From an optimization exercise on the open Yosys and OpenROAD flow, aimed at small area, a short achievable clock period and few clock cycles per item; shortcuts taken in it are not production practice. The RTL was checked by simulation tests, not by an equivalence proof against the original design. Power and IR drop assume default switching activity.

==> flow/design.v (excerpt) <==
module tau_top (
	input  logic        i_clk,
	input  logic        i_rst_n,
	input  logic        i_wb_cyc,
	input  logic        i_wb_stb,
	input  logic        i_wb_we,
	input  logic [3:0]  i_wb_adr,
	input  logic [31:0] i_wb_dat,
	output logic        o_wb_ack,
	output logic [31:0] o_wb_dat,
	input  logic        i_req_rdy,
	input  logic [69:0] i_req,
	output logic        o_req_ack,
	output logic        o_addr_rdy,
	output logic [18:0] o_addr,
	input  logic        i_addr_ack
);
	function automatic logic [31:0] csa(input logic [15:0] a, input logic [15:0] b, input logic [15:0] c);
		logic [15:0] s;
		logic [15:0] y;
		s = a ^ b ^ c;
		y = (a & b) | (a & c) | (b & c);
		csa = {y[14:0], 1'b0, s};
	endfunction
	logic [3:0][15:0] base0;
	logic [3:0][15:0] base1;
	logic [3:0][15:0] pitch;
	logic [3:0][13:0] bstr;
	logic [3:0][13:0] astr;
	logic        wb_hit;
	logic        ack_r;
	logic        wq_v;
	logic [3:0]  wq_adr;
	logic [31:0] wq_dat;
	logic [31:0] wdat;
	logic [31:0] rd_word;
	logic [3:0][31:0] rd_w;
	logic [31:0] rd_dat_r;
	assign wb_hit = i_wb_cyc && i_wb_stb && !ack_r;
	always_ff @(posedge i_clk) begin
		wq_v   <= i_rst_n && wb_hit && i_wb_we;
		wq_adr <= i_wb_adr;
		wq_dat <= i_wb_dat;
	end
	assign wdat   = wq_dat & {32{i_rst_n}};
	for (genvar e = 0; e < 4; e++) begin : g_tab
		logic [3:0] wen;
		for (genvar w = 0; w < 4; w++) begin : g_w
			assign wen[w] = !i_rst_n || (wq_v && wq_adr == 4'(e * 4 + w));
		end
		always_ff @(posedge i_clk) begin
			if (wen[0]) begin
				base0[e] <= wdat[15:0];
				base1[e] <= wdat[31:16];
			end
			if (wen[1]) pitch[e] <= wdat[15:0];
			if (wen[2]) bstr[e]  <= wdat[13:0];
			if (wen[3]) astr[e]  <= wdat[13:0];
		end
	end
	always_comb begin
		for (int e = 0; e < 4; e++) begin
			case (i_wb_adr[1:0])
				2'd0:    rd_w[e] = {base1[e], base0[e]};
  ...
==> flow/config.mk <==
export PLATFORM = sky130hd
export DESIGN_NAME = tau_top
export DESIGN_NICKNAME = tau_top
export VERILOG_FILES = /design/flow/design.v
export SDC_FILE = /design/flow/constraint.sdc
export NUM_CORES = 4
export LEC_CHECK = 0
export CAP_MARGIN = 45
export CORE_MARGIN = 2
export CORE_UTILIZATION = 60
export CTS_CLUSTER_DIAMETER = 100
export CTS_CLUSTER_SIZE = 27
export SLEW_MARGIN = 20
==> flow/constraint.sdc <==
create_clock -name core_clock -period 12.0 [get_ports {i_clk}]
set_input_delay 2.4000 -clock core_clock [delete_from_list [all_inputs] [get_ports {i_clk}]]
set_output_delay 2.4000 -clock core_clock [all_outputs]
set_load 0.01 [all_outputs]
standard.sh (not shown) runs the stock make flow with config.mk's settings and CLKGATE_MAP_FILE= SYNTH_SCRIPT=/design/flow/synth_recipe.tcl, a recipe that flattens the netlist after the stock synthesis.
==> flow/flow/run.sh <==
#!/bin/bash
set -euo pipefail
export BUFFER_PORTS_ARGS="-buffer_cell sky130_fd_sc_hd__buf_2"
bash standard.sh > standard.log 2>&1
Testbench counts at the start, summed over its fixed seeds: cycles 4,198, items 4,150.
Rerun with:
- CORE_UTILIZATION: 60 -> 40
Result: The changed run passed the timing, design-rule and antenna checks. Synthesized area does not change. Total power fell by 1.5%. Core utilization fell by 21 points. Final cell count is higher by 12%.
Rerun with:
- CORE_UTILIZATION: 40 -> 50
Effect: Worst hold slack is better by 0.027 ns; routed wire length goes down by 0.40%; combinational power goes down by about 1%; setup slack is worse by 0.23 ns; global-route usage goes up by 5.0 points; final area goes down by 0.55%; flip-flop and latch count does not change; total power is about the same; register-to-register slack is worse by 0.05 ns; via count is about the same.
Rerun with:
==> flow/flow/run.sh (replaced) <==
#!/bin/bash
set -euo pipefail
export BUFFER_PORTS_ARGS="-buffer_cell sky130_fd_sc_hd__buf_4"
bash standard.sh > standard.log 2>&1
- ABC_AREA: not set -> 1
- CORE_UTILIZATION: 50 -> 40
=> The changed run produced a clean layout. Clock-buffer cell count falls by 3. Die area rises by 29%. Non-clock buffer count went up by 4. Clock power grows by about 6%. Power grows by 19%. Synthesized cell count is higher by 47%. Final cell count climbs by 42%. Cell area rose by 5.1%. Via count is higher by 26%. Routed wire length went up by 13%. Combinational power increases by 35%.


## old
tau_top, a different RTL version from the one above (not shown whole).
For scale: roughly 3,000 cells after synthesis, about 790 flip-flops, about 170 I/O pins, about 43,000 um2 of cells after synthesis.
Design tau_top, start of the top module:
module tau_top (
	input  logic        i_clk,
	input  logic        i_rst_n,
	input  logic        i_wb_cyc,
	input  logic        i_wb_stb,
	input  logic        i_wb_we,
	input  logic [3:0]  i_wb_adr,
	input  logic [31:0] i_wb_dat,
	output logic        o_wb_ack,
	output logic [31:0] o_wb_dat,
	input  logic        i_req_rdy,
	input  logic [69:0] i_req,
	output logic        o_req_ack,
	output logic        o_addr_rdy,
	output logic [18:0] o_addr,
	input  logic        i_addr_ack
);
==> flow/config.mk <==
export PLATFORM = sky130hd
export DESIGN_NAME = tau_top
export DESIGN_NICKNAME = tau_top
export VERILOG_FILES = /design/flow/design.v
export SDC_FILE = /design/flow/constraint.sdc
export NUM_CORES = 4
export LEC_CHECK = 0
export CAP_MARGIN = 60
export CORE_MARGIN = 2
export CORE_UTILIZATION = 40
export CTS_CLUSTER_SIZE = 25
export SLEW_MARGIN = 20
==> flow/constraint.sdc <==
create_clock -name core_clock -period 12.0 [get_ports {i_clk}]
set_input_delay 2.4000 -clock core_clock [delete_from_list [all_inputs] [get_ports {i_clk}]]
set_output_delay 2.4000 -clock core_clock [all_outputs]
set_load 0.01 [all_outputs]
==> flow/flow/run.sh <==
#!/bin/bash
set -euo pipefail
export BUFFER_PORTS_ARGS="-buffer_cell sky130_fd_sc_hd__buf_4"
bash standard.sh > standard.log 2>&1
Testbench counts of old, summed over its fixed seeds: cycles 4,198, items 4,150.
Setup changes, old to new
Settings: swapping 25 for 30 in CTS_CLUSTER_SIZE; putting CTS_CLUSTER_DIAMETER at 70 where nothing was set.
--- outcome ---
- From old to new the numbers moved as follows: average instance area after synthesis closely matched the old numbers; first-iteration DRC count increased by 29 relative to the old numbers; via count decreased by 1.2% relative to the old numbers; instance count along the most critical hold path closely matched the old numbers; sequential power closely matched the old numbers.
- new has global-route usage over all layers below what old had.
- new ended with more part of the power in combinational logic than old.
- In the metrics for old and new, the one carrying the higher aggregate routed wire length is old.
- new reached the end of the flow, and the finished layout is clean on the timing, design-rule and antenna checks.


The RTL this note starts from:
==> flow/design.v <==
module tau_top (
	input  logic        i_clk,
	input  logic        i_rst_n,
	input  logic        i_wb_cyc,
	input  logic        i_wb_stb,
	input  logic        i_wb_we,
	input  logic [3:0]  i_wb_adr,
	input  logic [31:0] i_wb_dat,
	output logic        o_wb_ack,
	output logic [31:0] o_wb_dat,
	input  logic        i_req_rdy,
	input  logic [69:0] i_req,
	output logic        o_req_ack,
	output logic        o_addr_rdy,
	output logic [18:0] o_addr,
	input  logic        i_addr_ack
);
	function automatic logic [31:0] csa(input logic [15:0] a, input logic [15:0] b, input logic [15:0] c);
		logic [15:0] s;
		logic [15:0] y;
		s = a ^ b ^ c;
		y = (a & b) | (a & c) | (b & c);
		csa = {y[14:0], 1'b0, s};
	endfunction
	logic [3:0][15:0] base0;
	logic [3:0][15:0] base1;
	logic [3:0][15:0] pitch;
	logic [3:0][13:0] bstr;
	logic [3:0][13:0] astr;
	logic        wb_hit;
	logic        ack_r;
	logic [31:0] wdat;
	logic [31:0] rd_word;
	logic [31:0] rd_dat_r;
	assign wb_hit = i_wb_cyc && i_wb_stb && !ack_r;
	assign wdat   = i_wb_dat & {32{i_rst_n}};
	for (genvar e = 0; e < 4; e++) begin : g_tab
		logic [3:0] wen;
		for (genvar w = 0; w < 4; w++) begin : g_w
			assign wen[w] = !i_rst_n || (wb_hit && i_wb_we && i_wb_adr == 4'(e * 4 + w));
		end
		always_ff @(posedge i_clk) begin
			if (wen[0]) begin
				base0[e] <= wdat[15:0];
				base1[e] <= wdat[31:16];
			end
			if (wen[1]) pitch[e] <= wdat[15:0];
			if (wen[2]) bstr[e]  <= wdat[13:0];
			if (wen[3]) astr[e]  <= wdat[13:0];
		end
	end
	always_comb begin
		case (i_wb_adr[1:0])
			2'd0:    rd_word = {base1[i_wb_adr[3:2]], base0[i_wb_adr[3:2]]};
			2'd1:    rd_word = {16'd0, pitch[i_wb_adr[3:2]]};
			2'd2:    rd_word = {18'd0, bstr[i_wb_adr[3:2]]};
			default: rd_word = {18'd0, astr[i_wb_adr[3:2]]};
		endcase
	end
	always_ff @(posedge i_clk) begin
		if (!i_rst_n) ack_r <= 1'b0;
		else          ack_r <= wb_hit;
	end
	always_ff @(posedge i_clk) rd_dat_r <= rd_word;
	assign o_wb_ack = ack_r;
	assign o_wb_dat = rd_dat_r;
	logic        adv;        
	logic        kv;         
	logic        ov;         
	logic        o_free;
	logic        rv;
	logic [63:0] r_ofs;      
	logic [1:0]  r_id;
	logic [1:0]  r_last_id;
	logic [27:0] ctl_r;      
	logic        r_last;
	logic        free;
	logic [3:0][27:0] ctl_tab;
	for (genvar e = 0; e < 4; e++) begin : g_ctl
		assign ctl_tab[e] = {bstr[e], astr[e]};
	end
	assign adv    = !kv;
	assign r_last = r_id == r_last_id;
	assign free   = !rv || (adv && r_last);
	assign o_req_ack = free;
	always_ff @(posedge i_clk) begin
		if (!i_rst_n) rv <= 1'b0;
		else if (free) rv <= i_req_rdy;
	end
	always_ff @(posedge i_clk) begin
		if (free) begin
			r_ofs     <= i_req[69:6];
			r_last_id <= 2'(i_req[2:0] - 3'd1);
			r_id      <= i_req[4:3];
			ctl_r     <= ctl_tab[i_req[4:3]];
		end else if (adv) begin
			r_id      <= r_id + 2'd1;
			ctl_r     <= ctl_tab[r_id + 2'd1];
		end
	end
	logic [1:0][12:0][15:0] d_l0;
	logic [1:0][8:0][15:0]  d_l1;
	logic [1:0][5:0][15:0]  d_l2;
	logic [1:0][3:0][15:0]  d_l3;
	logic [1:0][2:0][15:0]  d_l4;
	logic [1:0][1:0][15:0]  d_l5;
	always_comb begin
		logic [15:0] sh;
		logic [6:0]  fld;
		for (int k = 0; k < 4; k++) begin
			fld = ctl_r[7*k +: 7];
			sh  = r_ofs[16*k +: 16] << fld[2:0];
			for (int j = 0; j < 3; j++) begin
				for (int d = 0; d < 2; d++) begin
					d_l0[d][3*k + j] = (sh << j) & {16{fld[3 + j] && (fld[6] == 1'(d))}};
				end
			end
		end
		d_l0[0][12] = base0[r_id];
		d_l0[1][12] = base1[r_id];
		for (int d = 0; d < 2; d++) begin
			for (int g = 0; g < 4; g++) {d_l1[d][2*g+1], d_l1[d][2*g]} = csa(d_l0[d][3*g], d_l0[d][3*g+1], d_l0[d][3*g+2]);
			d_l1[d][8] = d_l0[d][12];
			for (int g = 0; g < 3; g++) {d_l2[d][2*g+1], d_l2[d][2*g]} = csa(d_l1[d][3*g], d_l1[d][3*g+1], d_l1[d][3*g+2]);
			for (int g = 0; g < 2; g++) {d_l3[d][2*g+1], d_l3[d][2*g]} = csa(d_l2[d][3*g], d_l2[d][3*g+1], d_l2[d][3*g+2]);
			{d_l4[d][1], d_l4[d][0]} = csa(d_l3[d][0], d_l3[d][1], d_l3[d][2]);
			d_l4[d][2] = d_l3[d][3];
			{d_l5[d][1], d_l5[d][0]} = csa(d_l4[d][0], d_l4[d][1], d_l4[d][2]);
		end
	end
	logic                   s1_v;
	logic [1:0]             s1_id;
	logic [1:0][1:0][15:0]  s1_m;    
	always_ff @(posedge i_clk) begin
		if (!i_rst_n) s1_v <= 1'b0;
		else if (adv) s1_v <= rv;
	end
	always_ff @(posedge i_clk) begin
		if (adv) begin
			s1_id <= r_id;
			s1_m  <= d_l5;
		end
	end
	logic [15:0]            m1;
	logic [15:0]            pit;
	logic [17:0][15:0]      p_l0;
	logic [11:0][15:0]      p_l1;
	logic [7:0][15:0]       p_l2;
	logic [5:0][15:0]       p_l3;
	assign m1  = s1_m[1][0] + s1_m[1][1];
	assign pit = pitch[s1_id];
	always_comb begin
		for (int j = 0; j < 16; j++) begin
			p_l0[j] = (m1 << j) & {16{pit[j]}};
		end
		p_l0[16] = s1_m[0][0];
		p_l0[17] = s1_m[0][1];
		for (int g = 0; g < 6; g++) {p_l1[2*g+1], p_l1[2*g]} = csa(p_l0[3*g], p_l0[3*g+1], p_l0[3*g+2]);
		for (int g = 0; g < 4; g++) {p_l2[2*g+1], p_l2[2*g]} = csa(p_l1[3*g], p_l1[3*g+1], p_l1[3*g+2]);
		for (int g = 0; g < 2; g++) {p_l3[2*g+1], p_l3[2*g]} = csa(p_l2[3*g], p_l2[3*g+1], p_l2[3*g+2]);
		p_l3[4] = p_l2[6];
		p_l3[5] = p_l2[7];
	end
	logic              s2_v;
	logic [1:0]        s2_id;
	logic [5:0][15:0]  s2_r;
	always_ff @(posedge i_clk) begin
		if (!i_rst_n) s2_v <= 1'b0;
		else if (adv) s2_v <= s1_v;
	end
	always_ff @(posedge i_clk) begin
		if (adv) begin
			s2_id <= s1_id;
			s2_r  <= p_l3;
		end
	end
	logic [3:0][15:0] q_l1;
	logic [2:0][15:0] q_l2;
	logic [1:0][15:0] q_l3;
	logic [17:0]      item;
	logic [17:0]      o_r;
	logic [17:0]      k_r;
	always_comb begin
		for (int g = 0; g < 2; g++) {q_l1[2*g+1], q_l1[2*g]} = csa(s2_r[3*g], s2_r[3*g+1], s2_r[3*g+2]);
		{q_l2[1], q_l2[0]} = csa(q_l1[0], q_l1[1], q_l1[2]);
		q_l2[2] = q_l1[3];
		{q_l3[1], q_l3[0]} = csa(q_l2[0], q_l2[1], q_l2[2]);
	end
	assign item   = {q_l3[0] + q_l3[1], s2_id};
	assign o_free = !ov || i_addr_ack;
	always_ff @(posedge i_clk) begin
		if (!i_rst_n) begin
			ov <= 1'b0;
			kv <= 1'b0;
		end else if (o_free) begin
			ov <= kv || (adv && s2_v);
			kv <= 1'b0;
		end else if (adv && s2_v) begin
			kv <= 1'b1;
		end
	end
	always_ff @(posedge i_clk) begin
		if (o_free) o_r <= kv ? k_r : item;
		if (adv)    k_r <= item;
	end
	assign o_addr_rdy = ov;
	assign o_addr     = {o_r[17:2], 1'b0, o_r[1:0]};
endmodule
export LEC_CHECK = 0
export CAP_MARGIN = 20
export CORE_MARGIN = 2
export CORE_UTILIZATION = 40
export CTS_BUF_LIST = sky130_fd_sc_hd__clkbuf_4
export SLEW_MARGIN = 20
create_clock -name core_clock -period 12.0 [get_ports {i_clk}]
run.sh (not shown) runs the stock make flow with config.mk's settings and CLKGATE_MAP_FILE= SYNTH_SCRIPT=/design/flow/synth_recipe.tcl, a recipe that flattens the netlist after the stock synthesis.
Stock flow here: none of the scripts above is used.
The baseline completed with no timing, DRC or antenna violations.
Testbench counts at the start, summed over its fixed seeds: cycles 4,182, items 4,150.
==> next run, changes <==
Settings changed: CAP_MARGIN 20 to 80, CTS_BUF_LIST sky130_fd_sc_hd__clkbuf_4 to not set, SLEW_MARGIN 20 to 80.
What happened: Flip-flop and latch count does not change; die area is unchanged; worst setup slack gains 0.26 ns; synthesized cell count is unchanged; sequential share of layout area goes down by 2.9 points; routed wire length goes up by about 1.1%; design area goes up by about 8%; cell count goes up by 0.49%.
==> next run, changes <==
Settings changed: CAP_MARGIN 80 to 20, CTS_BUF_LIST set to sky130_fd_sc_hd__clkbuf_8, CTS_CLUSTER_SIZE set to 30, SLEW_MARGIN 80 to 20.
After rerunning: Setup slack loses 0.23 ns. Clock-buffer cell count goes up by 29. Area after synthesis stays the same. Routed wire length goes down slightly. Total power goes down by a few percent. Core utilization goes down by 3.6 points.
==> next run, changes <==
Settings changed: CAP_MARGIN 20 to 80, CORE_UTILIZATION 40 to 60, CTS_CLUSTER_SIZE 30 to not set, SLEW_MARGIN 20 to 80.
Via count grows by 6.0%. Cell area rose by about 6%. Power went up by 7.7%. Maximum frequency fell by 5.0%. Clock power is lower by about 10%. Non-clock buffer count grows by 212.

static timing again, ports no longer ideal:
In the flow no input, the clock included, has a driving cell. The finished layouts below were timed again as built, in two steps. Step 1, drivers: a clkbuf_16 drives i_clk and a buf_2 each remaining input, both assumed. Step 2 adds t to the input delays and takes it off the output delays; t is the mean of the earliest and latest rising clock arrival at the registers after step 1. Input paths then give back, and output paths get back, about the clock's delay inside the block. a / b / c = ideal ports / drivers / drivers and shift; a / b = the first two.
run	t (ns)	slack for setup (ns)	latest minus earliest clock arrival (ns)	worst slew at a driven data input, ns	cell pins on the clock port's net
the first run of note 1	0.678	7.836 / 7.882 / 7.204	0.025 / 0.025	0.04	1
the second run of note 1	0.680	8.112 / 8.149 / 7.469	0.050 / 0.050	0.05	1
the third run of note 1	0.677	7.881 / 7.909 / 7.232	0.071 / 0.072	0.04	1
the fourth run of note 1	0.704	7.909 / 7.942 / 7.249	0.059 / 0.059	0.05	1
old	0.701	8.265 / 8.241 / 7.578	0.035 / 0.034	0.08	1
new	0.710	8.262 / 8.227 / 7.565	0.059 / 0.059	0.08	1
the first run of note 3	1.123	5.876 / 5.876 / 5.876	0.075 / 0.075	0.05	1
the second run of note 3	0.701	6.139 / 6.139 / 6.139	0.031 / 0.031	0.05	1
the third run of note 3	0.818	5.904 / 5.904 / 5.904	0.044 / 0.044	0.05	1
the fourth run of note 3	0.801	5.583 / 5.583 / 5.583	0.067 / 0.067	0.05	1
After both steps setup and hold are still met in every run listed. The setup slack of new, which loses most, moves by -0.035 ns with the drivers and by -0.697 ns with both steps.
